This is an optimization exercise on Yosys and OpenROAD, whose aim is small area, a short achievable clock period and few clock cycles per item, not a production implementation. Function was checked by simulation only, so behaviour that the tests miss may differ from the original. No activity file was given, so power comes from the tool's default toggle rates.

$ cat flow/constraint.sdc
create_clock -name core_clock -period 7.5 [get_ports {i_clk}]
set_input_delay 1.5000 -clock core_clock [delete_from_list [all_inputs] [get_ports {i_clk}]]
set_output_delay 1.5000 -clock core_clock [all_outputs]
set_load 0.01 [all_outputs]
$ cat flow/design.v
typedef enum logic [1:0] {
    PH_REQ  = 2'd0,
    PH_HDR  = 2'd1,
    PH_BODY = 2'd2,
    PH_ERR  = 2'd3
} t_phase;
typedef enum logic [2:0] {
    FK_NONE    = 3'd0,
    FK_METHOD  = 3'd1,
    FK_PATH    = 3'd2,
    FK_VERSION = 3'd3,
    FK_NAME    = 3'd4,
    FK_VALUE   = 3'd5,
    FK_BODY    = 3'd6
} t_kind;
typedef enum logic [1:0] {
    HP_EMPTY = 2'd0,
    HP_NAME  = 2'd1,
    HP_SKIP  = 2'd2,
    HP_VALUE = 2'd3
} t_hpart;
typedef enum logic [2:0] {
    NS_SKIP   = 3'd0,
    NS_PLUS   = 3'd1,
    NS_MINUS  = 3'd2,
    NS_DIGITS = 3'd3,
    NS_NEG    = 3'd4,
    NS_STOP   = 3'd5,
    NS_OVF    = 3'd6,
    NS_BAD    = 3'd7
} t_nstage;
typedef enum logic [1:0] {
    AO_NONE  = 2'd0,
    AO_CLEAR = 2'd1,
    AO_LOAD  = 2'd2,
    AO_MAC   = 2'd3
} t_accop;
localparam logic [7:0] CH_CR    = 8'h0D;
localparam logic [7:0] CH_LF    = 8'h0A;
localparam logic [7:0] CH_TAB   = 8'h09;
localparam logic [7:0] CH_VT    = 8'h0B;
localparam logic [7:0] CH_FF    = 8'h0C;
localparam logic [7:0] CH_SP    = 8'h20;
localparam logic [7:0] CH_PCT   = 8'h25;
localparam logic [7:0] CH_PLUS  = 8'h2B;
localparam logic [7:0] CH_MINUS = 8'h2D;
localparam logic [7:0] CH_QM    = 8'h3F;
localparam logic [7:0] CH_COLON = 8'h3A;
localparam logic [7:0] CH_0     = 8'h30;
localparam logic [7:0] CH_9     = 8'h39;
localparam logic [3:0] NAME_LEN   = 4'd14;
localparam logic [3:0] MATCH_FAIL = 4'd15;
localparam int unsigned BLEN_W    = 24;
typedef struct packed {
    logic [7:0] data;
    logic       valid;
    t_kind      kind;
    logic       fend;
    logic       drop;
    logic       done;
} t_res;
typedef struct packed {
    t_phase     phase;
    logic [1:0] tok_idx;
    logic       in_tok;
    logic       query;
    logic [1:0] pct;
    logic [7:0] held;
    logic       cr_pend;
    t_hpart     hdr_part;
    logic [3:0] pend_sp;
    logic [3:0] match;
    t_nstage    num_stage;
    logic       len_seen;
} t_pstate;
typedef struct packed {
    t_pstate      s;
    logic [1:0]   n;
    t_res         r1;
    t_res         r0;
    logic [3:0]   spaces;
    t_accop       op;
} t_line;
typedef struct packed {
    logic [3:0]        spaces;
    logic [1:0]        nslots;
    t_res              slot2;
    t_res              slot1;
    t_res              slot0;
    logic              perr;
    logic [BLEN_W-1:0] blen;
} t_bundle;
function automatic t_res mk_res(input logic [7:0] data, input logic valid,
                                input t_kind kind, input logic fend,
                                input logic drop, input logic done);
    mk_res = {data, valid, kind, fend, drop, done};
endfunction
function automatic t_line push_res(input t_line li, input t_res x);
    t_line l;
    l = li;
    if (l.n[0]) begin
        l.r1 = x;
    end else begin
        l.r0 = x;
    end
    l.n = l.n + 2'd1;
    push_res = l;
endfunction
function automatic t_bundle set_slot(input t_bundle bi, input logic [1:0] i, input t_res x);
    t_bundle b;
    b = bi;
    if (i == 2'd0) begin
        b.slot0 = x;
    end else if (i == 2'd1) begin
        b.slot1 = x;
    end else if (i == 2'd2) begin
        b.slot2 = x;
    end
    set_slot = b;
endfunction
function automatic t_res get_slot(input t_bundle b, input logic [1:0] i);
    t_res x;
    if (i == 2'd0) begin
        x = b.slot0;
    end else if (i == 2'd1) begin
        x = b.slot1;
    end else if (i == 2'd2) begin
        x = b.slot2;
    end else begin
        x = '0;
    end
    get_slot = x;
endfunction
function automatic logic is_ws(input logic [7:0] c);
    is_ws = (c == CH_SP) || (c == CH_TAB) || (c == CH_LF) || (c == CH_VT) ||
           (c == CH_FF) || (c == CH_CR);
endfunction
function automatic logic [7:0] to_lower(input logic [7:0] c);
    to_lower = ((c >= 8'h41) && (c <= 8'h5A)) ? (c + 8'h20) : c;
endfunction
function automatic logic [4:0] hex_val(input logic [7:0] c);
    logic [4:0] v;
    v = 5'd0;
    if ((c >= CH_0) && (c <= CH_9)) begin
        v = {1'b1, c[3:0]};
    end else if ((c >= 8'h61) && (c <= 8'h66)) begin
        v = {1'b1, c[3:0] + 4'd9};
    end else if ((c >= 8'h41) && (c <= 8'h46)) begin
        v = {1'b1, c[3:0] + 4'd9};
    end
    hex_val = v;
endfunction
function automatic logic [7:0] hex_pair(input logic [7:0] a, input logic [7:0] b);
    logic [4:0] ha;
    logic [4:0] hb;
    logic [7:0] v;
    ha = hex_val(a);
    hb = hex_val(b);
    v  = 8'd0;
    if (ha[4]) begin
        v = hb[4] ? {ha[3:0], hb[3:0]} : {4'd0, ha[3:0]};
    end else if ((a == CH_PLUS) || (a == CH_MINUS)) begin
        v = hb[4] ? {4'd0, hb[3:0]} : 8'd0;
        if (a == CH_MINUS) begin
            v = 8'd0 - v;
        end
    end
    hex_pair = v;
endfunction
function automatic logic [7:0] name_char(input logic [3:0] i);
    logic [7:0] ch;
    unique case (i)
        4'd0:    ch = 8'h63;
        4'd1:    ch = 8'h6F;
        4'd2:    ch = 8'h6E;
        4'd3:    ch = 8'h74;
        4'd4:    ch = 8'h65;
        4'd5:    ch = 8'h6E;
        4'd6:    ch = 8'h74;
        4'd7:    ch = 8'h2D;
        4'd8:    ch = 8'h6C;
        4'd9:    ch = 8'h65;
        4'd10:   ch = 8'h6E;
        4'd11:   ch = 8'h67;
        4'd12:   ch = 8'h74;
        4'd13:   ch = 8'h68;
        default: ch = 8'h00;
    endcase
    name_char = ch;
endfunction
module hrsp_step
#(
    parameter int LENGTH_BITS = 24,
    parameter int SPACE_HOLD  = 8
) (
    input  logic                i_clk,
    input  logic                i_rst_n,
    input  logic                i_accept,
    input  logic [7:0]          i_byte,
    input  logic                i_restart,
    input  logic                i_cfg_we,
    input  logic [23:0]          i_cfg_data,
    output t_bundle   o_bundle
);
    localparam int HOLD = (SPACE_HOLD > 8) ? 8 : ((SPACE_HOLD < 1) ? 1 : SPACE_HOLD);
    localparam int CW   = (LENGTH_BITS > BLEN_W) ? LENGTH_BITS : BLEN_W;
    t_pstate                r_state, n_state;
    logic [LENGTH_BITS-1:0] r_acc, n_acc;
    logic [LENGTH_BITS-1:0] r_rem, n_rem;
    logic [BLEN_W-1:0]      r_max;
    logic [LENGTH_BITS+3:0] prod;
    logic                   ovf;
    logic [LENGTH_BITS-1:0] rem_dec;
    logic [LENGTH_BITS+BLEN_W-1:0] acc_ext;
    t_pstate                s_base;
    t_line                  l1, l2, le;
    logic [7:0]             first_c;
    function automatic t_line end_token(input t_pstate si);
        t_line   l;
        t_pstate s;
        l = '0;
        s = si;
        if ((s.tok_idx == 2'd1) && (s.pct == 2'd2)) begin
            if (s.held == CH_PLUS) begin
                l = push_res(l, mk_res(CH_SP, 1'b1, FK_PATH, 1'b0, 1'b0, 1'b0));
            end else if (s.held != CH_PCT) begin
                l = push_res(l, mk_res(s.held, 1'b1, FK_PATH, 1'b0, 1'b0, 1'b0));
            end
        end
        if (s.tok_idx != 2'd3) begin
            l = push_res(l, mk_res(8'd0, 1'b0, t_kind'({1'b0, s.tok_idx} + 3'd1),
                                 1'b1, 1'b0, 1'b0));
            s.tok_idx = s.tok_idx + 2'd1;
        end
        s.in_tok = 1'b0;
        s.query  = 1'b0;
        s.pct    = 2'd0;
        l.s      = s;
        end_token = l;
    endfunction
    function automatic t_line line_byte(input t_pstate si, input logic [7:0] c,
                                        input logic ovf_in);
        t_line      l;
        t_pstate    s;
        logic [7:0] lc;
        logic       dig;
        l   = '0;
        s   = si;
        dig = (c >= CH_0) && (c <= CH_9);
        lc  = to_lower(c);
        if (s.phase == PH_REQ) begin
            if (is_ws(c)) begin
                if (s.in_tok) begin
                    l = end_token(s);
                    s = l.s;
                end
            end else begin
                s.in_tok = 1'b1;
                if (s.tok_idx == 2'd1) begin
                    if (!s.query) begin
                        if (c == CH_QM) begin
                            if (s.pct == 2'd2) begin
                                if (s.held == CH_PLUS) begin
                                    l = push_res(l, mk_res(CH_SP, 1'b1, FK_PATH, 1'b0, 1'b0, 1'b0));
                                end else if (s.held != CH_PCT) begin
                                    l = push_res(l, mk_res(s.held, 1'b1, FK_PATH, 1'b0, 1'b0, 1'b0));
                                end
                            end
                            s.pct   = 2'd0;
                            s.query = 1'b1;
                        end else if (s.pct == 2'd1) begin
                            s.held = c;
                            s.pct  = 2'd2;
                        end else if (s.pct == 2'd2) begin
                            l = push_res(l, mk_res(hex_pair(s.held, c), 1'b1, FK_PATH,
                                                   1'b0, 1'b0, 1'b0));
                            s.pct = 2'd0;
                        end else if (c == CH_PCT) begin
                            s.pct = 2'd1;
                        end else if (c == CH_PLUS) begin
                            l = push_res(l, mk_res(CH_SP, 1'b1, FK_PATH, 1'b0, 1'b0, 1'b0));
                        end else begin
                            l = push_res(l, mk_res(c, 1'b1, FK_PATH, 1'b0, 1'b0, 1'b0));
                        end
                    end
                end else if (s.tok_idx != 2'd3) begin
                    l = push_res(l, mk_res(c, 1'b1, t_kind'({1'b0, s.tok_idx} + 3'd1),
                                         1'b0, 1'b0, 1'b0));
                end
            end
        end else if ((s.hdr_part == HP_SKIP) || (s.hdr_part == HP_VALUE)) begin
            if (!((s.hdr_part == HP_SKIP) && ((c == CH_SP) || (c == CH_TAB)))) begin
                s.hdr_part  = HP_VALUE;
                l = push_res(l, mk_res(c, 1'b1, FK_VALUE, 1'b0, 1'b0, 1'b0));
                if (s.match == NAME_LEN) begin
                    unique case (s.num_stage)
                        NS_SKIP: begin
                            if (!is_ws(c)) begin
                                if (c == CH_PLUS) begin
                                    s.num_stage = NS_PLUS;
                                end else if (c == CH_MINUS) begin
                                    s.num_stage = NS_MINUS;
                                end else if (dig) begin
                                    l.op        = AO_LOAD;
                                    s.num_stage = NS_DIGITS;
                                end else begin
                                    s.num_stage = NS_BAD;
                                end
                            end
                        end
                        NS_PLUS: begin
                            if (dig) begin
                                l.op        = AO_LOAD;
                                s.num_stage = NS_DIGITS;
                            end else begin
                                s.num_stage = NS_BAD;
                            end
                        end
                        NS_MINUS: begin
                            s.num_stage = dig ? NS_NEG : NS_BAD;
                        end
                        NS_DIGITS: begin
                            if (!dig) begin
                                s.num_stage = NS_STOP;
                            end else if (ovf_in) begin
                                s.num_stage = NS_OVF;
                            end else begin
                                l.op = AO_MAC;
                            end
                        end
                        default: begin
                        end
                    endcase
                end
            end
        end else begin
            s.hdr_part = HP_NAME;
            if (c == CH_COLON) begin
                s.pend_sp   = 4'd0;
                l = push_res(l, mk_res(8'd0, 1'b0, FK_NAME, 1'b1, 1'b0, 1'b0));
                s.hdr_part  = HP_SKIP;
                if (s.match == NAME_LEN) begin
                    s.len_seen  = 1'b1;
                    l.op        = AO_CLEAR;
                    s.num_stage = NS_SKIP;
                end
            end else if (c == CH_SP) begin
                if (s.pend_sp < 4'(HOLD)) begin
                    s.pend_sp = s.pend_sp + 4'd1;
                end else begin
                    l = push_res(l, mk_res(CH_SP, 1'b1, FK_NAME, 1'b0, 1'b0, 1'b0));
                end
            end else begin
                if (s.pend_sp != 4'd0) begin
                    l.spaces  = s.pend_sp;
                    s.pend_sp = 4'd0;
                    s.match   = MATCH_FAIL;
                end
                if ((s.match < NAME_LEN) && (lc == name_char(s.match))) begin
                    s.match = s.match + 4'd1;
                end else begin
                    s.match = MATCH_FAIL;
                end
                l = push_res(l, mk_res(lc, 1'b1, FK_NAME, 1'b0, 1'b0, 1'b0));
            end
        end
        l.s = s;
        line_byte = l;
    endfunction
    assign prod    = {r_acc, 3'b000} + {2'b00, r_acc, 1'b0} + (LENGTH_BITS+4)'(i_byte[3:0]);
    assign ovf     = (prod[LENGTH_BITS+3:LENGTH_BITS] != 4'd0);
    assign rem_dec = r_rem - LENGTH_BITS'(1);
    assign acc_ext = {{BLEN_W{1'b0}}, r_acc};
    always_comb begin
        s_base         = r_state;
        s_base.cr_pend = 1'b0;
    end
    assign first_c = r_state.cr_pend ? CH_CR : i_byte;
    assign l1      = line_byte(s_base, first_c, ovf);
    assign l2      = line_byte(l1.s, i_byte, ovf);
    assign le      = end_token(s_base);
    t_line      sel_a;
    t_line      sel_b;
    logic       use_a;
    logic       use_b;
    logic [2:0] cnt;
    t_accop     op;
    always_comb begin
        n_state  = r_state;
        n_acc    = r_acc;
        n_rem    = r_rem;
        o_bundle = '0;
        sel_a    = l1;
        sel_b    = l2;
        use_a    = 1'b0;
        use_b    = 1'b0;
        cnt      = 3'd0;
        op       = AO_NONE;
        if (i_restart) begin
            n_state = '0;
            n_acc   = '0;
            n_rem   = '0;
        end else if (r_state.phase == PH_ERR) begin
            n_state = r_state;
        end else if (r_state.phase == PH_BODY) begin
            n_rem = rem_dec;
            if (rem_dec == '0) begin
                o_bundle.slot0 = mk_res(i_byte, 1'b1, FK_BODY, 1'b1, 1'b0, 1'b1);
                o_bundle.blen    = acc_ext[BLEN_W-1:0];
                cnt     = 3'd1;
                n_state = '0;
                n_acc   = '0;
                n_rem   = '0;
            end else begin
                o_bundle.slot0 = mk_res(i_byte, 1'b1, FK_BODY, 1'b0, 1'b0, 1'b0);
                cnt = 3'd1;
            end
        end else if (r_state.cr_pend && (i_byte == CH_LF)) begin
            n_state = s_base;
            if (r_state.phase == PH_REQ) begin
                if (r_state.in_tok) begin
                    sel_a   = le;
                    use_a   = 1'b1;
                    n_state = le.s;
                end
                if (n_state.tok_idx != 2'd3) begin
                    n_state.phase = PH_ERR;
                end else begin
                    n_state.phase    = PH_HDR;
                    n_state.tok_idx  = 2'd0;
                    n_state.in_tok   = 1'b0;
                    n_state.query    = 1'b0;
                    n_state.pct      = 2'd0;
                    n_state.hdr_part = HP_EMPTY;
                    n_state.pend_sp  = 4'd0;
                    n_state.match    = 4'd0;
                end
            end else if (r_state.hdr_part == HP_EMPTY) begin
                if (r_state.len_seen && ((r_state.num_stage == NS_DIGITS) ||
                    (r_state.num_stage == NS_STOP)) && (r_acc != '0)) begin
                    if (CW'(r_acc) > CW'(r_max)) begin
                        n_state.phase = PH_ERR;
                    end else begin
                        n_state.phase = PH_BODY;
                        n_rem         = r_acc;
                    end
                end else if (r_state.len_seen && (r_state.num_stage == NS_OVF)) begin
                    n_state.phase = PH_ERR;
                end else begin
                    o_bundle.slot0 = mk_res(8'd0, 1'b0, FK_NONE, 1'b0, 1'b0, 1'b1);
                    cnt     = 3'd1;
                    n_state = '0;
                    n_acc   = '0;
                    n_rem   = '0;
                end
            end else begin
                if (r_state.hdr_part == HP_NAME) begin
                    o_bundle.slot0 = mk_res(8'd0, 1'b0, FK_NAME, 1'b0, 1'b1, 1'b0);
                end else begin
                    o_bundle.slot0 = mk_res(8'd0, 1'b0, FK_VALUE, 1'b1, 1'b0, 1'b0);
                end
                cnt = 3'd1;
                n_state.hdr_part = HP_EMPTY;
                n_state.pend_sp  = 4'd0;
                n_state.match    = 4'd0;
            end
        end else if (r_state.cr_pend) begin
            use_a = 1'b1;
            if (i_byte == CH_CR) begin
                n_state         = l1.s;
                n_state.cr_pend = 1'b1;
            end else begin
                use_b   = 1'b1;
                n_state = l2.s;
                op      = l2.op;
            end
        end else if (i_byte == CH_CR) begin
            n_state.cr_pend = 1'b1;
        end else begin
            use_a   = 1'b1;
            n_state = l1.s;
            op      = l1.op;
        end
        if (use_a) begin
            o_bundle.spaces = sel_a.spaces;
            for (int k = 0; k < 2; k++) begin
                if (2'(k) < sel_a.n) begin
                    o_bundle = set_slot(o_bundle, cnt[1:0], (k == 0) ? sel_a.r0 : sel_a.r1);
                    cnt = cnt + 3'd1;
                end
            end
        end
        if (use_b) begin
            for (int k = 0; k < 2; k++) begin
                if ((2'(k) < sel_b.n) && (cnt < 3'd3)) begin
                    o_bundle = set_slot(o_bundle, cnt[1:0], (k == 0) ? sel_b.r0 : sel_b.r1);
                    cnt = cnt + 3'd1;
                end
            end
        end
        unique case (op)
            AO_CLEAR: n_acc = '0;
            AO_LOAD:  n_acc = LENGTH_BITS'(i_byte[3:0]);
            AO_MAC:   n_acc = prod[LENGTH_BITS-1:0];
            default:  n_acc = n_acc;
        endcase
        if ((cnt == 3'd0) && (o_bundle.spaces == 4'd0)) begin
            o_bundle.slot0 = '0;
            cnt = 3'd1;
        end
        o_bundle.nslots = cnt[1:0];
        o_bundle.perr   = (n_state.phase == PH_ERR);
    end
    always_ff @(posedge i_clk) begin
        if (!i_rst_n) begin
            r_state <= '0;
            r_acc   <= '0;
            r_rem   <= '0;
        end else if (i_accept) begin
            r_state <= n_state;
            r_acc   <= n_acc;
            r_rem   <= n_rem;
        end
    end
    always_ff @(posedge i_clk) begin
        if (!i_rst_n) begin
            r_max <= 24'd1048576;
        end else if (i_cfg_we) begin
            r_max <= i_cfg_data;
        end
    end
endmodule
module hrsp_seq
(
    input  logic              i_clk,
    input  logic              i_rst_n,
    input  logic              i_accept,
    input  t_bundle i_bundle,
    output logic              o_ready,
    output logic              o_valid,
    input  logic              i_out_ready,
    output t_res              o_res,
    output logic              o_perr,
    output logic [23:0]       o_blen,
    output logic              o_last
);
    t_bundle    r_cur;
    t_bundle    r_nxt;
    logic       r_cur_valid;
    logic       r_nxt_valid;
    logic [3:0] r_sp;
    logic [1:0] r_idx;
    logic is_sp;
    logic fire;
    logic cur_free;
    assign is_sp = (r_sp < r_cur.spaces);
    always_comb begin
        if (is_sp) begin
            o_res  = mk_res(CH_SP, 1'b1, FK_NAME, 1'b0, 1'b0, 1'b0);
            o_last = ((r_sp + 4'd1) == r_cur.spaces) && (r_cur.nslots == 2'd0);
        end else begin
            o_res  = get_slot(r_cur, r_idx);
            o_last = (({1'b0, r_idx} + 3'd1) == {1'b0, r_cur.nslots});
        end
    end
    assign o_perr  = r_cur.perr;
    assign o_blen  = o_res.done ? r_cur.blen : '0;
    assign o_valid = r_cur_valid;
    assign o_ready = !r_nxt_valid;
    assign fire     = r_cur_valid && i_out_ready;
    assign cur_free = !r_cur_valid || (fire && o_last);
    always_ff @(posedge i_clk) begin
        if (!i_rst_n) begin
            r_cur_valid <= 1'b0;
            r_nxt_valid <= 1'b0;
            r_sp        <= 4'd0;
            r_idx       <= 2'd0;
        end else begin
            if (cur_free) begin
                r_sp  <= 4'd0;
                r_idx <= 2'd0;
                if (r_nxt_valid) begin
                    r_cur_valid <= 1'b1;
                    r_nxt_valid <= 1'b0;
                end else begin
                    r_cur_valid <= i_accept;
                end
            end else begin
                if (fire) begin
                    if (is_sp) begin
                        r_sp <= r_sp + 4'd1;
                    end else begin
                        r_idx <= r_idx + 2'd1;
                    end
                end
                if (i_accept) begin
                    r_nxt_valid <= 1'b1;
                end
            end
        end
    end
    always_ff @(posedge i_clk) begin
        if (cur_free) begin
            if (r_nxt_valid) begin
                r_cur <= r_nxt;
            end else if (i_accept) begin
                r_cur <= i_bundle;
            end
        end else if (i_accept) begin
            r_nxt <= i_bundle;
        end
    end
endmodule
module http_request_stream_parser
#(
    parameter int LENGTH_BITS = 24,
    parameter int SPACE_HOLD  = 8
) (
    input  logic          i_clk,
    input  logic          i_rst_n,
    input  logic          in_valid,
    output logic          in_ready,
    input  logic [7:0]    in_byte,
    input  logic          in_restart,
    output logic          out_valid,
    input  logic          out_ready,
    output logic [7:0]    out_byte,
    output logic          out_data_valid,
    output logic [2:0]    field_kind,
    output logic          field_end,
    output logic          drop_line,
    output logic          request_done,
    output logic          parse_error,
    output logic [23:0]   body_length,
    output logic          out_last,
    input  logic          i_cfg_we,
    input  logic [23:0]   i_cfg_data
);
    t_bundle           bundle;
    t_res              res;
    logic              accept;
    logic              seq_ready;
    logic              perr;
    logic              last;
    logic [BLEN_W-1:0] blen;
    assign accept   = in_valid && seq_ready;
    assign in_ready = seq_ready;
    hrsp_step #(
        .LENGTH_BITS (LENGTH_BITS),
        .SPACE_HOLD  (SPACE_HOLD)
    ) u_step (
        .i_clk      (i_clk),
        .i_rst_n    (i_rst_n),
        .i_accept   (accept),
        .i_byte     (in_byte),
        .i_restart  (in_restart),
        .i_cfg_we   (i_cfg_we),
        .i_cfg_data (i_cfg_data),
        .o_bundle   (bundle)
    );
    hrsp_seq u_seq (
        .i_clk       (i_clk),
        .i_rst_n     (i_rst_n),
        .i_accept    (accept),
        .i_bundle    (bundle),
        .o_ready     (seq_ready),
        .o_valid     (out_valid),
        .i_out_ready (out_ready),
        .o_res       (res),
        .o_perr      (perr),
        .o_blen      (blen),
        .o_last      (last)
    );
    assign out_byte       = res.data;
    assign out_data_valid = res.valid;
    assign field_kind     = res.kind;
    assign field_end      = res.fend;
    assign drop_line      = res.drop;
    assign request_done   = res.done;
    assign parse_error    = perr;
    assign body_length    = blen;
    assign out_last       = last;
endmodule
$ cat flow/config.mk
export PLATFORM = sky130hd
export DESIGN_NAME = http_request_stream_parser
export DESIGN_NICKNAME = http_request_stream_parser
export VERILOG_FILES = /design/flow/design.v
export SDC_FILE = /design/flow/constraint.sdc
export NUM_CORES = 4
export LEC_CHECK = 0
export CAP_MARGIN = 20
export CORE_MARGIN = 2
export CORE_UTILIZATION = 40
export SLEW_MARGIN = 20
$ cat flow/run.sh
#!/bin/bash
# synth_recipe.tcl (not shown) runs the flow's synth.tcl, then flattens the netlist and writes it again
# the make line also repeats each setting of config.mk as NAME=value (left out here)
make -C /OpenROAD-flow-scripts/flow DESIGN_CONFIG=/design/flow/config.mk WORK_HOME=/design/flow/orfs CLKGATE_MAP_FILE= SYNTH_SCRIPT=/design/flow/synth_recipe.tcl finish
==> impl.org <==
** Timing
- Hold Violations, Final :: 0
- Timing would allow up to about 140 MHz.
- Setup skew after layout :: ~16 ps
- The max-slew violation count came to 0.
- Clock period minus final worst setup slack :: ~7100 ps
- In this run the tightest slew margin relative to its limit is 27.2%.
- Setup repair after global routing left no endpoint under its margin.
- For the pin with the worst max-slew slack, the measured transition is 1080 ps.
- The final critical path takes up ~95% of the cycle.
- Setup violations remaining at the end of the flow were counted as 0.
- Worst hold slack :: approximately 500 ps

** CTS
- Counting the buffers created by CTS gives 30.
- Clock-pin slew was measured on the worst setup and hold paths at 60 ps.
- Hold bufs inserted after CTS :: 0
- CTS built an H-tree with a depth of 1.
- The clock passes through at most 3 buffers.
- The tree built by TritonCTS fans out to 255 sinks.
- Clk root buf :: clkbuf_16
- Clock network latency to the later pin of the worst-skew pair :: between 500 and 600 ps
- Clock tree from TritonCTS :: yes

** Setup path
- Among all stages on the critical path, the largest delay is contributed by clkdlybuf4s50_1.
- For the worst flop-to-flop path, the logic depth is 33.
- Most used cell along the critical path :: buf_4
- STA classifies the critical path endpoint as a register.
- Critical setup path kind :: primary input to register
- Endpoint required time on the critical path :: approximately 7800 ps
- Critical path peak fanout :: 5
- Crit-path max cell delay :: between 400 and 500 ps
- Nature of the critical path startpoint :: primary input
- Data on the critical path arrives at its endpoint at approximately 7400 ps.

** Hold path
- Along the worst hold path, the cell count comes to 2.
- The path class of the tightest hold or removal check is register to register.

** Cells and area
- Once layout is complete, the utilization of the core stands at between 40 and 50%.
- The repair_antennas step left the layout with diodes totalling 0.
- For this run, the number of standard cells in the final layout without fillers is between 3000 and 4000.
- The finished cells cover 24400 um^2.
- Relative to the synthesized area, the layout overhead comes to 16.4%.
- At the end of the flow, the number of nets in the layout was between 2000 and 3000.
- Layout cells sized above 1 :: a little over an eighth

** Synth
- Total nets after synthesis :: roughly 2700
- In the synthesized netlist, the number of instances is about 2500.
- The synthesized design contains about 260 register bits.
- Mean instance size in the synthesized netlist :: 8.29 um^2
- Counting distinct cell types in the post-synthesis netlist gives 103.
- The top cell type by area accounts for 20.6% of the synthesized area.
- In the synthesized netlist the dominant register cell turns out to be edfxtp_1.
- Counting flops with an async set or reset pin after synthesis yields a share of 0%.
- Number of enable-type register cells in the synthesized netlist :: 144
- Yosys warnings :: 2
- The synthesized design spends more area on one cell type than any other, namely edfxtp_1.
- Leading cell types by total area after synthesis :: edfxtp_1 (21%), dfxtp_1 (11%), ha_1 (8.5%)
- The cell area that synthesis handed to floorplanning was roughly 21000 um^2.
- Sequential-to-total area share from yosys stat :: about 31%

** Route
- For this block, the routed nets add up to 79600 um of wire.
- After detailed routing, the number of remaining DRC violations is 0.
- The first detailed-routing pass took 6 iterations.
- Once detail routing completed, the nets flagged for antenna violations numbered 0.
- After the first detailed-routing iteration, the DRC count stood at 2336.
- Per-cell via count in the routed design :: just over 6
- DR vias :: ~21000
- In the final routed layout, each cell accounts on average for 23.7 um.

** Status
- The flow ran to the end and the layout has no timing, DRC or antenna violations.

** Global route
- Global routing consumed, over all layers together, between 20% and 30% of the routing resources.
- Maximum number of pins on one net before global-route repair :: 52
- Global-route wire length before repair :: around 120000 um
- Via count of the first global-routing pass :: slightly below 20000
- The number of antenna violations at the first check in global routing came to 2.
- Total gr overflow :: 0

** Floorplan
- Row generation in the floorplan step produced 83 rows.
- The floorplan step defined a core boundary enclosing 51500 um^2.
- For this configuration, the core starts out at a cell density of slightly above 40%.
- From bottom edge to top edge, the die measures between 200 and 250 um.
- The die covers 54200 um^2.
- 81 I/O pins were placed.
- Measured along the x axis, the die boundary spans between 200 and 250 um.

** Placed design
- Sum of net half-perimeters after detailed placement :: ~60000 um
- Port buffering added 80 buffers.
- Summing all placed instances gives a cell area of between 20000 and 25000 um^2.
- Placer congestion estimate :: 1.02
- The number of placed instances, taps included, is ~3300.

** Power
- For this design the ratio of total power to cell area is 141 nW/um^2.
- Maximum vdd drop :: ~0.17 mV
- Static leakage :: roughly 9.6 nW

** Run
- Across the run, the number of max-cap violations was 0.
[worst max-delay path: cells and delay by family]
kind | cells | cell delay [ps]
compound gates | 9 | 1240
fa+ha+maj | 4 | 880
buf+inv | 10 | 1550
mux | 1 | 270
simple gates | 10 | 1990
[report_power, final]
| group | internal (mW) | switching (mW) | leakage, nW |
|---|---|---|---|
| logic | 0.166 | 0.283 | 6.83 |
| registers | 1.53 | 0.0234 | 2.33 |
| clock network | 0.826 | 0.612 | 0.454 |
[sequential cells by signal, indices dropped and copies added (netlist names)]
register / flops
u_step.r_max: 24
u_seq.r_idx: 2
u_seq.r_nxt_valid: 1
u_seq.r_cur: 72
u_step.r_acc: 24
u_seq.r_nxt: 72
u_step.r_state: 31
u_seq.r_cur_valid: 1
u_seq.r_sp: 4
u_step.r_rem: 24
[Yosys cell counts, types with 23 or more instances]
cell      number
nor2b_1       39
xnor2_1       39
ha_1         142
clkbuf_1     133
dfxtp_1      111
o31ai_1       41
a31oi_1       46
nand3_1       67
a21o_1        30
nor4_1        35
o21ai_0      140
edfxtp_1     144
a211oi_1      29
and2_1        69
o211ai_1      24
a22o_1        31
inv_1        105
mux2_2        59
nor2_1       270
nand2_1      215
a22oi_1       23
and3_1        28
mux2i_1       49
nor3_1        56
a21oi_1      180
nand4_1       35
[cell usage in the layout, fill, tap and decap left out, drive strengths merged, types with 13 or more instances in the layout]
master	n
a22oi	24
nor2	271
o21a	21
nor4	37
a21oi	182
clkinv	14
a22o	31
and3	28
clkbuf	38
nand3	67
nor2b	39
dfxtp	111
a211oi	29
edfxtp	144
mux2i	49
inv	108
clkdlybuf4s50	80
nor3	58
nand4	35
o211ai	25
buf	174
mux2	59
a32oi	13
nor3b	18
xor2	17
o31ai	43
ha	142
or3	13
and2	71
or2	15
o22ai	13
a31oi	47
a21o	30
nand2	215
o21ai	146
nand2b	22
xnor2	39
[layout make-up]
| class | count | area [um^2] |
|---|---|---|
| Fill cell | 5106 | 27100 |
| Multi-Input combinational cell | 2005 | 13500 |
| Sequential cell | 255 | 6550 |
| Timing Repair Buffer | 254 | 2120 |
| Tap cell | 680 | 851 |
| Clock buffer | 38 | 812 |
| Inverter | 110 | 413 |
| Clock inverter | 16 | 129 |
[worst paths after layout]
kind | from | to | slack, ps
setup reg to reg | u_step.r_state[14] | u_seq.r_cur[35] | 1370
hold reg to reg | u_step.r_max[20] | u_step.r_max[20] | 490
hold / removal | u_step.r_max[20] | u_step.r_max[20] | 490
setup / recovery | in_byte[0] | u_seq.r_cur[35] | 400
[kinds of logic after synthesis]
kind of cell / synth area share, %
compound gates: 24.2
xor+xnor: 2.34
fa+ha+maj: 8.77
buf+inv: 4.92
flops: 31.3
mux: 5.51
simple gates: 23.0
[through the flow]
stage / setup TNS (ps) / setup WS, ps / total power [mW]
4_1_cts: 0 / 377 / 3.45
3_5_place_dp: -4740 / -220 / 2.02
5_1_grt: 0 / 5.73 / 3.55
3_3_place_gp: -198 / -68.2 / 2.01
2_1_floorplan: 0 / 4.26 / 1.84
6_report: 0 / 399 / 3.44
[metal layers]
| layer | global-route usage, % | vias to the layer above | wire length (um) |
|---|---|---|---|
| li1 | - | 9693 | - |
| met1 | 41.6 | 10080 | 36000 |
| met2 | 42.6 | 987 | 33600 |
| met3 | 5.72 | 175 | 7420 |
| met4 | 9.02 | 2 | 2580 |
| met5 | 0 | - | 13 |
[what timing repair did]
| action | in CTS | in global routing |
|---|---|---|
| resized for setup | 0 | 16 |
| setup buffers | 0 | 1 |
| setup endpoints to repair | 0 | 32 |
Testbench counts, summed over its fixed seeds: cycles 43,443, bytes 43,435.

port drivers added, routing unchanged:
In the flow no input, the clock included, has a driving cell. The finished layout below was timed again as built, in two steps.
Step 1 (the two cells are an assumption about what drives the block):
set clk [get_ports {i_clk}]
set_driving_cell -lib_cell sky130_fd_sc_hd__clkbuf_16 $clk
set_driving_cell -lib_cell sky130_fd_sc_hd__buf_2 [delete_from_list [all_inputs] $clk]
Step 2, shift: input delay + t, output delay - t, t = (earliest + latest rising clock arrival at the registers) / 2. This alone moves slack from input paths to output paths.
a / b / c = ideal ports / drivers / drivers and shift; a / b = the first two.
shift t [ns]: 0.641
setup slack, ns: 0.399 / 0.435 / -0.207
clock arrival spread, ns: 0.016 / 0.017
Met with ideal ports but missed after step 2: setup timing in this run. The setup slack of this run moves by +0.036 ns with the drivers and by -0.606 ns with both steps.
